From an optimization exercise on the open Yosys and OpenROAD flow, aimed at small area and a short achievable clock period; shortcuts taken in it are not production practice.
RTL that was checked went through simulation tests only; none was proved equivalent to the original.
Power and IR drop assume default switching activity.

Setup of the previous run:
==> flow/design.v (excerpt) <==
module sid_synth_top #(
    parameter  int NUM_VOICES = 4,
    parameter  int SAMPLE_DIV = 256,
    localparam int MIX_W      = synth_pkg::REG_W + 2
) (
    input  wire logic             clk,
    input  wire logic             rst_n,
    input  wire logic             spi_clk,
    input  wire logic             spi_cs_n,
    input  wire logic             spi_mosi,
    output logic      [MIX_W-1:0] sample,
    output logic                  sample_valid
);
For scale: about 3400 cells after synthesis, roughly 440 flip-flops, roughly 16 I/O pins, roughly 0.029 mm^2 of cells after synthesis.
Settings: LEC_CHECK=0, ABC_AREA=1, CAP_MARGIN=20, CORE_MARGIN=2, CORE_UTILIZATION=40, CTS_CLUSTER_DIAMETER=90, CTS_CLUSTER_SIZE=25, SETUP_SLACK_MARGIN=3.5, SLEW_MARGIN=20; clock period 7.0 ns.
run.sh (not shown) runs the stock make flow with config.mk's settings and CLKGATE_MAP_FILE= SYNTH_SCRIPT=/design/flow/synth_recipe.tcl, a recipe that flattens the netlist after the stock synthesis.
Every stage of the flow completed for the previous run, and the final layout passed the timing, design-rule and antenna checks.
Here is what was changed in the inputs of the current run compared with the previous run.
Settings: swapping 3.5 for 3.6 in SETUP_SLACK_MARGIN.
Findings:
- The current run vs the previous run — sequential share of power dropped 0.4 points.
- Minimum setup slack after placement, the current run and the previous run: higher on the current run
- The current run: number of non-clock buffers in the layout about 20% above the previous run
- For arrival time of the worst setup path, the current run and the previous run come out practically identical.
No run of this note included a check of the RTL's function; only the layout flow was run.

* * *

sid_synth_top, a different RTL version from the one above (not shown whole).
For scale: ~3100 cells after synthesis, about 450 flip-flops, roughly 16 I/O pins, roughly 30000 µm² of cells after synthesis.
Settings: LEC_CHECK=0, CAP_MARGIN=20, CORE_MARGIN=2, CORE_UTILIZATION=40, CTS_CLUSTER_DIAMETER=90, CTS_CLUSTER_SIZE=25, SETUP_SLACK_MARGIN=3.0, SLEW_MARGIN=20; clock period 7.0 ns.
The starting point completed without violations.
==> next run, changes <==
Settings changed: CTS_CLUSTER_DIAMETER 90 to not set, CTS_CLUSTER_SIZE 25 to not set.
Clock-buffer cell count climbs by 34.
Maximum frequency came out lower slightly.
First-iteration DRC count shrinks by about a fifth.
==> next run, changes <==
Settings changed: CTS_BUF_LIST set to sky130_fd_sc_hd__clkbuf_4 sky130_fd_sc_hd__clkbuf_8.
Synthesized cell count does not change.
Register-to-register slack is worse by 0.04 ns.
Die area is unchanged.
Clock power shrinks by about 2%.
Via count grows by 0.39%.
Routed wire length barely changes.
Critical path depth does not change.
==> next run, changes <==
Settings changed: CTS_BUF_LIST sky130_fd_sc_hd__clkbuf_4 sky130_fd_sc_hd__clkbuf_8 to not set, CTS_CLUSTER_DIAMETER set to 100, CTS_CLUSTER_SIZE set to 30.
The changed run finished clean.
Wire length falls by 1.8%.
First-iteration DRC count climbs by 2.5%.
Synthesized cell count stays the same.
Cell area goes down by 3.4%.
No run of this note included a check of the RTL's function; only the layout flow was run.

* * *

## the baseline
Another version of the RTL of sid_synth_top (not shown whole).
For scale: ~440 flip-flops.
clock: 7.0 ns
lec_check: 0
cap_margin: 20
core_margin: 2
core_utilization: 40
cts_cluster_diameter: 90
cts_cluster_size: 25
setup_slack_margin: 3.3
slew_margin: 20
## Diff of input files: the candidate against the baseline
--- a/flow/config.mk
+++ b/flow/config.mk
@@ -7,0 +8 @@
+export ABC_AREA = 1
@@ -13 +14 @@
-export SETUP_SLACK_MARGIN = 3.3
+export SETUP_SLACK_MARGIN = 3.5
--- outcome ---
- Summary of the candidate over the baseline: die area now larger; clock network fraction of total power now larger.
- In the metrics for the candidate and the baseline, the one carrying the lower aggregate routed wire length is the baseline.
- From the baseline to the candidate the numbers moved as follows: total clock buffers created by CTS rose 12%; least setup slack across all paths after layout moved up; design area now larger; average size of a mapped cell dropped about 14%; final hold violation count flat.
- In the metrics for the candidate and the baseline, the one carrying the higher layout net count is the candidate.
- Comparing the candidate and the baseline, setup fix buffers added after clock tree synthesis is higher on the baseline.
- The candidate reports a lower sequential share of cell area than the baseline does.

--- another note on this design; it stands on its own ---

Design sid_synth_top, start of the top module:
module sid_synth_top #(
    parameter  int NUM_VOICES = 4,
    parameter  int SAMPLE_DIV = 256,
    localparam int MIX_W      = synth_pkg::REG_W + 2
) (
    input  wire logic             clk,
    input  wire logic             rst_n,
    input  wire logic             spi_clk,
    input  wire logic             spi_cs_n,
    input  wire logic             spi_mosi,
    output logic      [MIX_W-1:0] sample,
    output logic                  sample_valid
);
    logic [NUM_VOICES-1:0][15:0] freq, freq_n;
    logic [NUM_VOICES-1:0][7:0]  pw, pw_n, attack, sustain, level;
    logic [NUM_VOICES-1:0][3:0]  wave, wave_n;
    logic                        is254, step_en, at_tick, pass2, freq_busy;
    spi_voice_regs #(
        .NUM_VOICES (NUM_VOICES)
    ) u_regs (
        .clk      (clk),
        .rst_n    (rst_n),
        .spi_clk  (spi_clk),
        .spi_cs_n (spi_cs_n),
        .spi_mosi (spi_mosi),
        .freq_busy(freq_busy),
        .freq     (freq),
  ...
clock: 7.0 ns
lec_check: 0
cap_margin: 20
core_margin: 2
core_utilization: 40
cts_buf_list: sky130_fd_sc_hd__clkbuf_2 sky130_fd_sc_hd__clkbuf_4
setup_slack_margin: 3.0
slew_margin: 20
run.sh (not shown) runs the stock make flow with config.mk's settings and CLKGATE_MAP_FILE= SYNTH_SCRIPT=/design/flow/synth_recipe.tcl, a recipe that flattens the netlist after the stock synthesis.
The starting point went through all stages and came out clean.
Next try:
--- a/flow/config.mk
+++ b/flow/config.mk
@@ -9,5 +9,6 @@
 export CORE_MARGIN = 2
 export CORE_UTILIZATION = 40
-export CTS_BUF_LIST = sky130_fd_sc_hd__clkbuf_2 sky130_fd_sc_hd__clkbuf_4
+export CTS_CLUSTER_DIAMETER = 80
+export CTS_CLUSTER_SIZE = 20
 export SETUP_SLACK_MARGIN = 3.0
 export SLEW_MARGIN = 20
Global-route usage goes down by 0.57 points.
Die area is unchanged.
Setup slack improves by 15 ps.
Function was not checked in any run of this note: the RTL went through the layout flow alone.

## afterwards: timing with drivers on the ports
How much do the figures lean on ideal ports? The routed layouts below were timed once more, with nothing changed but the port constraints. Step 1 (the two cells are an assumption about what drives the block):
set clk [get_ports {clk}]
set_driving_cell -lib_cell sky130_fd_sc_hd__clkbuf_16 $clk
set_driving_cell -lib_cell sky130_fd_sc_hd__buf_2 [delete_from_list [all_inputs] $clk]
Step 2, shift: input delay + t, output delay - t, t = (earliest + latest rising clock arrival at the registers) / 2. This alone moves slack from input paths to output paths. Three values: no drivers, after step 1, after step 2; two values: the first two.
| run | t (ns) | setup slack, ns | worst setup path at the end | clock arrival spread, ns | pins driven straight from the clock port |
|---|---|---|---|---|---|
| the previous run | 0.665 | 3.620 / 3.620 / 3.620 | register to register | 0.041 / 0.041 | 1 |
| the current run | 0.661 | 3.617 / 3.617 / 3.617 | register to register | 0.029 / 0.028 | 1 |
| the first run of note 2 | 0.660 | 3.152 / 3.152 / 3.152 | register to register | 0.044 / 0.044 | 1 |
| the second run of note 2 | 0.665 | 3.140 / 3.140 / 3.140 | register to register | 0.017 / 0.017 | 1 |
| the third run of note 2 | 0.715 | 3.102 / 3.102 / 3.102 | register to register | 0.034 / 0.034 | 1 |
| the fourth run of note 2 | 0.639 | 3.146 / 3.146 / 3.146 | register to register | 0.036 / 0.035 | 1 |
| the baseline | 0.645 | 3.312 / 3.312 / 3.312 | register to register | 0.027 / 0.027 | 1 |
| the candidate | 0.661 | 3.406 / 3.406 / 3.406 | register to register | 0.023 / 0.023 | 1 |
| the first run of note 4 | 1.025 | 3.111 / 3.111 / 3.111 | register to register | 0.051 / 0.052 | 1 |
| the second run of note 4 | 0.628 | 3.126 / 3.126 / 3.126 | register to register | 0.034 / 0.034 | 1 |
After both steps every run listed still meets setup and hold.
